This is an optimization exercise on Yosys and OpenROAD, whose aim is small area, a short achievable clock period and few clock cycles per item, not a production implementation.

==> run a <==
==> flow/design.v <==
`timescale 1ns / 1ps
`default_nettype none
module plst_store #(
  parameter int DEPTH  = 128,
  parameter int WORD_W = 32
) (
  input  wire logic                  clk,
  input  wire logic [DEPTH-1:0]      sel_up,     
  input  wire logic [DEPTH-1:0]      sel_dn,     
  input  wire logic [DEPTH-1:0]      sel_new,    
  input  wire logic [WORD_W-1:0]     wr_data,
  input  wire logic [DEPTH-1:0]      rd_sel,     
  output      logic [WORD_W-1:0]     rd_data,
  input  wire logic [WORD_W-1:0]     key,
  output      logic [DEPTH-1:0]      match       
);
  logic [WORD_W-1:0] ent [DEPTH];
  for (genvar i = 0; i < DEPTH; i++) begin : g_ent
    logic [WORD_W-1:0] lo, hi;
    assign lo = (i == 0) ? ent[0] : ent[(i == 0) ? 0 : i-1];
    assign hi = (i == DEPTH-1) ? ent[DEPTH-1] : ent[(i == DEPTH-1) ? DEPTH-1 : i+1];
    logic keep;
    assign keep = !(sel_new[i] || sel_up[i] || sel_dn[i]);
    always_ff @(posedge clk) begin
      ent[i] <= ({WORD_W{keep}}       & ent[i])
              | ({WORD_W{sel_up[i]}}  & lo)
              | ({WORD_W{sel_dn[i]}}  & hi)
              | ({WORD_W{sel_new[i]}} & wr_data);
    end
    assign match[i] = (ent[i] == key);
  end
  always_comb begin
    rd_data = '0;
    for (int i = 0; i < DEPTH; i++) begin
      rd_data = rd_data | (ent[i] & {WORD_W{rd_sel[i]}});
    end
  end
endmodule
`default_nettype wire
`timescale 1ns / 1ps
`default_nettype none
module positional_list_store_core #(
  parameter int CAPACITY = 128
) (
  input  wire logic                          clk,
  input  wire logic                          rst_n,
  input  wire logic                          in_valid,
  output      logic                          in_ready,
  input  wire logic [3:0]                    in_opcode,
  input  wire logic [9-1:0]    in_position,
  input  wire logic [32-1:0]   in_value,
  output      logic                          out_valid,
  input  wire logic                          out_ready,
  output      logic [1:0]                    out_status,
  output      logic [9-1:0]    out_found_position,
  output      logic [32-1:0]   out_element,
  output      logic [9-1:0]    out_count
);
  localparam logic [3:0] OP_INSERT     = 4'd0;
  localparam logic [3:0] OP_ERASE      = 4'd1;
  localparam logic [3:0] OP_PUSH_FRONT = 4'd2;
  localparam logic [3:0] OP_PUSH_BACK  = 4'd3;
  localparam logic [3:0] OP_POP_FRONT  = 4'd4;
  localparam logic [3:0] OP_POP_BACK   = 4'd5;
  localparam logic [3:0] OP_FIND       = 4'd6;
  localparam logic [3:0] OP_MODIFY     = 4'd7;
  localparam logic [3:0] OP_READ       = 4'd8;
  localparam logic [1:0] ST_OK   = 2'd0;
  localparam logic [1:0] ST_BAD  = 2'd1;
  localparam logic [1:0] ST_FULL = 2'd2;
  localparam logic [1:0] ST_MISS = 2'd3;
  localparam int POS_W  = 9;
  localparam int WORD_W = 32;
  localparam int AW     = $clog2(CAPACITY);
  localparam int CW     = $clog2(CAPACITY + 1);
  localparam int RES_W  = 2 + POS_W + WORD_W + POS_W;
  localparam int QD     = 4;             
  logic in_fire, take;
  logic [CW-1:0]    count_s;             
  logic [POS_W-1:0] n9, n9p1;
  logic             full, nonempty;
  logic             i_ins, i_era, i_mod, i_rd, i_find;
  logic             pos_in_ins, pos_in;   
  logic             ok;
  logic [POS_W-1:0] p;
  logic [AW-1:0]    t;
  logic [1:0]       st;
  logic [CW-1:0]    cnt_after;
  assign n9       = POS_W'(count_s);
  assign n9p1     = n9 + POS_W'(1);
  assign full     = (count_s == CW'(CAPACITY));
  assign nonempty = (count_s != '0);
  assign pos_in_ins = (in_position != '0) && (in_position <= n9p1);
  assign pos_in     = (in_position != '0) && (in_position <= n9);
  always_comb begin
    i_ins  = 1'b0;
    i_era  = 1'b0;
    i_mod  = 1'b0;
    i_rd   = 1'b0;
    i_find = 1'b0;
    ok     = 1'b0;
    p      = in_position;
    case (in_opcode)
      OP_INSERT:     begin i_ins = 1'b1; ok = pos_in_ins;                         end
      OP_PUSH_FRONT: begin i_ins = 1'b1; ok = 1'b1;     p = POS_W'(1);            end
      OP_PUSH_BACK:  begin i_ins = 1'b1; ok = 1'b1;     p = n9p1;                 end
      OP_ERASE:      begin i_era = 1'b1; ok = pos_in;                             end
      OP_POP_FRONT:  begin i_era = 1'b1; ok = nonempty; p = POS_W'(1);            end
      OP_POP_BACK:   begin i_era = 1'b1; ok = nonempty; p = n9;                   end
      OP_FIND:       begin i_find = 1'b1;                                         end
      OP_MODIFY:     begin i_mod = 1'b1; ok = pos_in;                             end
      OP_READ:       begin i_rd  = 1'b1; ok = pos_in;                             end
      default:       ;
    endcase
  end
  assign t = AW'(p - POS_W'(1));
  always_comb begin
    st        = ST_BAD;
    cnt_after = count_s;
    if (ok) begin
      if (i_ins && full) begin
        st = ST_FULL;
      end else begin
        st = ST_OK;
        if (i_ins) cnt_after = count_s + CW'(1);
        if (i_era) cnt_after = count_s - CW'(1);
      end
    end
  end
  logic              a_valid;
  logic              a_ins, a_era, a_new, a_rd, a_val_el, a_find;
  logic [AW-1:0]     a_t;
  logic [WORD_W-1:0] a_val;
  logic [1:0]        a_st;
  logic [POS_W-1:0]  a_pos;
  logic [CW-1:0]     a_cnt, a_n;
  always_ff @(posedge clk) begin
    if (!rst_n) begin
      a_valid <= 1'b0;
      count_s <= '0;
    end else begin
      a_valid <= in_fire;
      if (in_fire) count_s <= cnt_after;
    end
  end
  always_ff @(posedge clk) begin
    if (in_fire) begin
      a_ins    <= i_ins && ok && !full;
      a_era    <= i_era && ok;
      a_new    <= (i_ins && ok && !full) || (i_mod && ok);
      a_rd     <= (i_era || i_rd) && ok;
      a_val_el <= ((i_ins && !full) || i_mod) && ok || i_find;
      a_find   <= i_find;
      a_t      <= t;
      a_val    <= in_value;
      a_st     <= st;
      a_pos    <= (ok && !(i_ins && full)) ? p : '0;
      a_cnt    <= cnt_after;
      a_n      <= count_s;
    end
  end
  logic [CAPACITY-1:0] t_oh, t_ge, live;
  always_comb begin
    for (int i = 0; i < CAPACITY; i++) begin
      t_oh[i] = (a_t == AW'(i));
      t_ge[i] = (AW'(i) >= a_t);
      live[i] = (CW'(i) < a_n);
    end
  end
  logic [CAPACITY-1:0] sel_up, sel_dn, sel_new;
  assign sel_new = {CAPACITY{a_valid && a_new}} & t_oh;
  assign sel_up  = {CAPACITY{a_valid && a_ins}} & t_ge & ~t_oh;
  assign sel_dn  = {CAPACITY{a_valid && a_era}} & t_ge;
  logic [WORD_W-1:0]   rd_data;
  logic [CAPACITY-1:0] match;
  plst_store #(
    .DEPTH  (CAPACITY),
    .WORD_W (WORD_W)
  ) u_store (
    .clk     (clk),
    .sel_up  (sel_up),
    .sel_dn  (sel_dn),
    .sel_new (sel_new),
    .wr_data (a_val),
    .rd_sel  (t_oh),
    .rd_data (rd_data),
    .key     (a_val),
    .match   (match)
  );
  logic                e_valid, e_find;
  logic [1:0]          e_st;
  logic [POS_W-1:0]    e_pos;
  logic [WORD_W-1:0]   e_el;
  logic [CW-1:0]       e_cnt;
  logic [CAPACITY-1:0] e_hit;
  always_ff @(posedge clk) begin
    if (!rst_n) e_valid <= 1'b0;
    else        e_valid <= a_valid;
  end
  always_ff @(posedge clk) begin
    e_find <= a_find;
    e_st   <= a_st;
    e_pos  <= a_pos;
    e_el   <= a_rd ? rd_data : (a_val_el ? a_val : '0);
    e_cnt  <= a_cnt;
    e_hit  <= match & live;
  end
  logic [CAPACITY-1:0] seen;
  logic [POS_W-1:0]    find_pos;
  logic                find_hit;
  always_comb begin
    seen = '0;
    for (int i = 1; i < CAPACITY; i++) seen[i] = seen[i-1] | e_hit[i-1];
    find_pos = '0;
    for (int i = 0; i < CAPACITY; i++)
      if (e_hit[i] && !seen[i]) find_pos = find_pos | POS_W'(i + 1);
    find_hit = |e_hit;
  end
  logic [RES_W-1:0] res;
  always_comb begin
    if (e_find)
      res = {find_hit ? ST_OK : ST_MISS, find_hit ? find_pos : '0,
             find_hit ? e_el : '0, POS_W'(e_cnt)};
    else
      res = {e_st, e_pos, e_el, POS_W'(e_cnt)};
  end
  logic [RES_W-1:0] q [QD];
  logic [2:0]       qn, qn_t;           
  logic [2:0]       owed;               
  logic [2:0]       owed_nxt;
  logic             in_ready_r;
  assign in_ready = in_ready_r;
  assign in_fire  = in_valid && in_ready_r;
  assign take     = (qn != '0) && out_ready;
  assign qn_t     = qn - 3'(take);
  assign owed_nxt = owed + 3'(in_fire) - 3'(take);
  always_ff @(posedge clk) begin
    if (!rst_n) begin
      qn         <= '0;
      owed       <= '0;
      in_ready_r <= 1'b1;
    end else begin
      qn         <= qn_t + 3'(e_valid);
      owed       <= owed_nxt;
      in_ready_r <= (owed_nxt < 3'(QD));
    end
  end
  always_ff @(posedge clk) begin
    for (int j = 0; j < QD; j++) begin
      if (e_valid && (qn_t == 3'(j))) q[j] <= res;
      else if (take && j < QD-1)      q[j] <= q[(j < QD-1) ? j+1 : j];
    end
  end
  assign out_valid = (qn != '0);
  assign {out_status, out_found_position, out_element, out_count} = q[0];
endmodule
`default_nettype wire
==> flow/run.sh <==
#!/bin/bash
# synth_recipe.tcl (not shown) runs the flow's synth.tcl, then flattens the netlist and writes it again
# the make line also repeats each setting of config.mk as NAME=value (left out here)
make -C /OpenROAD-flow-scripts/flow DESIGN_CONFIG=/design/flow/config.mk WORK_HOME=/design/flow/orfs CLKGATE_MAP_FILE= SYNTH_SCRIPT=/design/flow/synth_recipe.tcl finish
==> flow/config.mk <==
export PLATFORM = sky130hd
export DESIGN_NAME = positional_list_store_core
export DESIGN_NICKNAME = positional_list_store_core
export VERILOG_FILES = /design/flow/design.v
export SDC_FILE = /design/flow/constraint.sdc
export NUM_CORES = 4
export LEC_CHECK = 0
export ABC_CLOCK_PERIOD_IN_PS = 4000
export CAP_MARGIN = 20
export CORE_MARGIN = 2
export CORE_UTILIZATION = 35
export SETUP_SLACK_MARGIN = 5
export SLEW_MARGIN = 20
export SYNTH_MEMORY_MAX_BITS = 16384
==> flow/constraint.sdc <==
create_clock -name core_clock -period 10.0 [get_ports {clk}]
set_input_delay 2.0000 -clock core_clock [delete_from_list [all_inputs] [get_ports {clk}]]
set_output_delay 2.0000 -clock core_clock [all_outputs]
set_load 0.01 [all_outputs]
==> run b (differences from run a) <==
==> flow/design.v, changed modules only <==
module positional_list_store_core #(
  parameter int CAPACITY = 128
) (
  input  wire logic                          clk,
  input  wire logic                          rst_n,
  input  wire logic                          in_valid,
  output      logic                          in_ready,
  input  wire logic [3:0]                    in_opcode,
  input  wire logic [9-1:0]    in_position,
  input  wire logic [32-1:0]   in_value,
  output      logic                          out_valid,
  input  wire logic                          out_ready,
  output      logic [1:0]                    out_status,
  output      logic [9-1:0]    out_found_position,
  output      logic [32-1:0]   out_element,
  output      logic [9-1:0]    out_count
);
  localparam logic [3:0] OP_INSERT     = 4'd0;
  localparam logic [3:0] OP_ERASE      = 4'd1;
  localparam logic [3:0] OP_PUSH_FRONT = 4'd2;
  localparam logic [3:0] OP_PUSH_BACK  = 4'd3;
  localparam logic [3:0] OP_POP_FRONT  = 4'd4;
  localparam logic [3:0] OP_POP_BACK   = 4'd5;
  localparam logic [3:0] OP_FIND       = 4'd6;
  localparam logic [3:0] OP_MODIFY     = 4'd7;
  localparam logic [3:0] OP_READ       = 4'd8;
  localparam logic [1:0] ST_OK   = 2'd0;
  localparam logic [1:0] ST_BAD  = 2'd1;
  localparam logic [1:0] ST_FULL = 2'd2;
  localparam logic [1:0] ST_MISS = 2'd3;
  localparam int POS_W  = 9;
  localparam int WORD_W = 32;
  localparam int AW     = $clog2(CAPACITY);
  localparam int CW     = $clog2(CAPACITY + 1);
  localparam int RES_W  = 2 + POS_W + WORD_W + POS_W;
  localparam int QD     = 4;             
  logic in_fire, take;
  logic [CW-1:0]    count_s;             
  logic [POS_W-1:0] n9, n9p1;
  logic             full, nonempty;
  logic             i_ins, i_era, i_mod, i_rd, i_find;
  logic             by_pos, front, pushb, popb;
  logic             pos_in_ins, pos_in;   
  logic             ok;
  logic [POS_W-1:0] p;
  logic [1:0]       st;
  logic [CW-1:0]    cnt_after;
  assign n9       = POS_W'(count_s);
  assign n9p1     = n9 + POS_W'(1);
  assign full     = (count_s == CW'(CAPACITY));
  assign nonempty = (count_s != '0);
  assign pos_in_ins = (in_position != '0) && (in_position <= n9p1);
  assign pos_in     = (in_position != '0) && (in_position <= n9);
  always_comb begin
    i_ins  = 1'b0;
    i_era  = 1'b0;
    i_mod  = 1'b0;
    i_rd   = 1'b0;
    i_find = 1'b0;
    by_pos = 1'b0;
    front  = 1'b0;
    pushb  = 1'b0;
    popb   = 1'b0;
    ok     = 1'b0;
    p      = in_position;
    case (in_opcode)
      OP_INSERT:     begin i_ins = 1'b1; by_pos = 1'b1; ok = pos_in_ins;              end
      OP_PUSH_FRONT: begin i_ins = 1'b1; front  = 1'b1; ok = 1'b1;     p = POS_W'(1); end
      OP_PUSH_BACK:  begin i_ins = 1'b1; pushb  = 1'b1; ok = 1'b1;     p = n9p1;      end
      OP_ERASE:      begin i_era = 1'b1; by_pos = 1'b1; ok = pos_in;                  end
      OP_POP_FRONT:  begin i_era = 1'b1; front  = 1'b1; ok = nonempty; p = POS_W'(1); end
      OP_POP_BACK:   begin i_era = 1'b1; popb   = 1'b1; ok = nonempty; p = n9;        end
      OP_FIND:       begin i_find = 1'b1;                                             end
      OP_MODIFY:     begin i_mod = 1'b1; by_pos = 1'b1; ok = pos_in;                  end
      OP_READ:       begin i_rd  = 1'b1; by_pos = 1'b1; ok = pos_in;                  end
      default:       ;
    endcase
  end
  always_comb begin
    st        = ST_BAD;
    cnt_after = count_s;
    if (ok) begin
      if (i_ins && full) begin
        st = ST_FULL;
      end else begin
        st = ST_OK;
        if (i_ins) cnt_after = count_s + CW'(1);
        if (i_era) cnt_after = count_s - CW'(1);
      end
    end
  end
  logic [CAPACITY-1:0] eq_d, gt_d;
  always_comb begin
    for (int i = 0; i < CAPACITY; i++) begin
      eq_d[i] = (by_pos && (in_position == POS_W'(i + 1)))
              || (front && (i == 0))
              || (pushb && (count_s == CW'(i)))
              || (popb  && (count_s == CW'(i + 1)));
      gt_d[i] = (by_pos && (in_position <= POS_W'(i)))
              || (front && (i != 0));
    end
  end
  logic                a_valid;
  logic                a_ins, a_era, a_new, a_rd, a_val_el, a_find;
  logic [CAPACITY-1:0] a_eq, a_gt;
  logic [WORD_W-1:0]   a_val;
  logic [1:0]          a_st;
  logic [POS_W-1:0]    a_pos;
  logic [CW-1:0]       a_cnt, a_n;
  always_ff @(posedge clk) begin
    if (!rst_n) begin
      a_valid <= 1'b0;
      a_ins   <= 1'b0;
      a_era   <= 1'b0;
      a_new   <= 1'b0;
      count_s <= '0;
    end else begin
      a_valid <= in_fire;
      a_ins   <= in_fire && i_ins && ok && !full;
      a_era   <= in_fire && i_era && ok;
      a_new   <= in_fire && ((i_ins && !full) || i_mod) && ok;
      if (in_fire) count_s <= cnt_after;
    end
  end
  always_ff @(posedge clk) begin
    a_rd     <= (i_era || i_rd) && ok;
    a_val_el <= ((i_ins && !full) || i_mod) && ok || i_find;
    a_find   <= i_find;
    a_eq     <= eq_d;
    a_gt     <= gt_d;
    a_val    <= in_value;
    a_st     <= st;
    a_pos    <= (ok && !(i_ins && full)) ? p : '0;
    a_cnt    <= cnt_after;
    a_n      <= count_s;
  end
  logic [CAPACITY-1:0] live;
  always_comb begin
    for (int i = 0; i < CAPACITY; i++) live[i] = (CW'(i) < a_n);
  end
  logic [CAPACITY-1:0] sel_up, sel_dn, sel_new;
  assign sel_new = {CAPACITY{a_new}} & a_eq;
  assign sel_up  = {CAPACITY{a_ins}} & a_gt;
  assign sel_dn  = {CAPACITY{a_era}} & (a_gt | a_eq);
  logic [WORD_W-1:0]   rd_data;
  logic [CAPACITY-1:0] match;
  plst_store #(
    .DEPTH  (CAPACITY),
    .WORD_W (WORD_W)
  ) u_store (
    .clk     (clk),
    .sel_up  (sel_up),
    .sel_dn  (sel_dn),
    .sel_new (sel_new),
    .wr_data (a_val),
    .rd_sel  (a_eq),
    .rd_data (rd_data),
    .key     (a_val),
    .match   (match)
  );
  logic                e_valid, e_find;
  logic [1:0]          e_st;
  logic [POS_W-1:0]    e_pos;
  logic [WORD_W-1:0]   e_el;
  logic [CW-1:0]       e_cnt;
  logic [CAPACITY-1:0] e_hit;
  always_ff @(posedge clk) begin
    if (!rst_n) e_valid <= 1'b0;
    else        e_valid <= a_valid;
  end
  always_ff @(posedge clk) begin
    e_find <= a_find;
    e_st   <= a_st;
    e_pos  <= a_pos;
    e_el   <= a_rd ? rd_data : (a_val_el ? a_val : '0);
    e_cnt  <= a_cnt;
    e_hit  <= match & live;
  end
  localparam int LV = AW;
  logic [CAPACITY-1:0] any_t [LV+1];
  logic [CW-1:0]       pos_t [LV+1][CAPACITY];
  always_comb begin
    for (int i = 0; i < CAPACITY; i++) begin
      any_t[0][i] = e_hit[i];
      pos_t[0][i] = CW'(i + 1);
    end
    for (int l = 1; l <= LV; l++) begin
      for (int i = 0; i < CAPACITY; i++) begin
        any_t[l][i] = 1'b0;
        pos_t[l][i] = '0;
      end
      for (int i = 0; i < (CAPACITY >> l); i++) begin
        any_t[l][i] = any_t[l-1][2*i] | any_t[l-1][2*i+1];
        pos_t[l][i] = any_t[l-1][2*i] ? pos_t[l-1][2*i] : pos_t[l-1][2*i+1];
      end
    end
  end
  logic             find_hit;
  logic [POS_W-1:0] find_pos;
  assign find_hit = any_t[LV][0];
  assign find_pos = POS_W'(pos_t[LV][0]);
  logic [RES_W-1:0] res;
  always_comb begin
    if (e_find)
      res = {find_hit ? ST_OK : ST_MISS, find_hit ? find_pos : '0,
             find_hit ? e_el : '0, POS_W'(e_cnt)};
    else
      res = {e_st, e_pos, e_el, POS_W'(e_cnt)};
  end
  logic [RES_W-1:0] q [QD];
  logic [2:0]       qn, qn_t;           
  logic [2:0]       owed;               
  logic [2:0]       owed_nxt;
  logic             in_ready_r;
  assign in_ready = in_ready_r;
  assign in_fire  = in_valid && in_ready_r;
  assign take     = (qn != '0) && out_ready;
  assign qn_t     = qn - 3'(take);
  assign owed_nxt = owed + 3'(in_fire) - 3'(take);
  always_ff @(posedge clk) begin
    if (!rst_n) begin
      qn         <= '0;
      owed       <= '0;
      in_ready_r <= 1'b1;
    end else begin
      qn         <= qn_t + 3'(e_valid);
      owed       <= owed_nxt;
      in_ready_r <= (owed_nxt < 3'(QD));
    end
  end
  always_ff @(posedge clk) begin
    for (int j = 0; j < QD; j++) begin
      if (e_valid && (qn_t == 3'(j))) q[j] <= res;
      else if (take && j < QD-1)      q[j] <= q[(j < QD-1) ? j+1 : j];
    end
  end
  assign out_valid = (qn != '0);
  assign {out_status, out_found_position, out_element, out_count} = q[0];
endmodule
CORE_UTILIZATION = 30   (was 35)
PLACE_DENSITY = 0.36   (was unset)
==> notes <==
Run a aborted during 5_1_grt. Run b never finished: it broke off in 5_1_grt on GRT-0116.
Of run b and run a, run b has the higher area after synthesis (gap 2.6%, measured against run a).
In run b the synthesized cell count is higher than in run a, by about 1.5%.
==> figures <==
quantity	run b	run a
Hpwl dp	3,120,000 µm	2,570,000 µm
Chip width	936 µm	856 µm
Post-synthesis sequential area ratio	37.8%	37.1%
Mux cell area share after synthesis	0.0681%	0.0659%
Worst setup slack before clock tree synthesis	4.11 ns	3.77 ns
Routability-driven placement congestion ratio	1.52	1.87
Result of the run	stopped before the end	stopped before the end
Failing step	5_1_grt	5_1_grt
Number of register bits inferred by synthesis	4,818	4,569
Resize count post-CTS	0	37
Fraction of synthesized cell area in xor and xnor cells	13.8%	14.2%
Cell count after synthesis	30,800	30,400
Cells after DPL	42,500	39,500
Number of distinct library cells after synthesis	87	91
Cell row count	342	313
Number of post-CTS setup repair buffers	0	5
Starting density of the core	30.1%	35.1%
Count of clock tree sinks	4,818	4,569
No run of this note included a check of the RTL's function; only the layout flow was run.
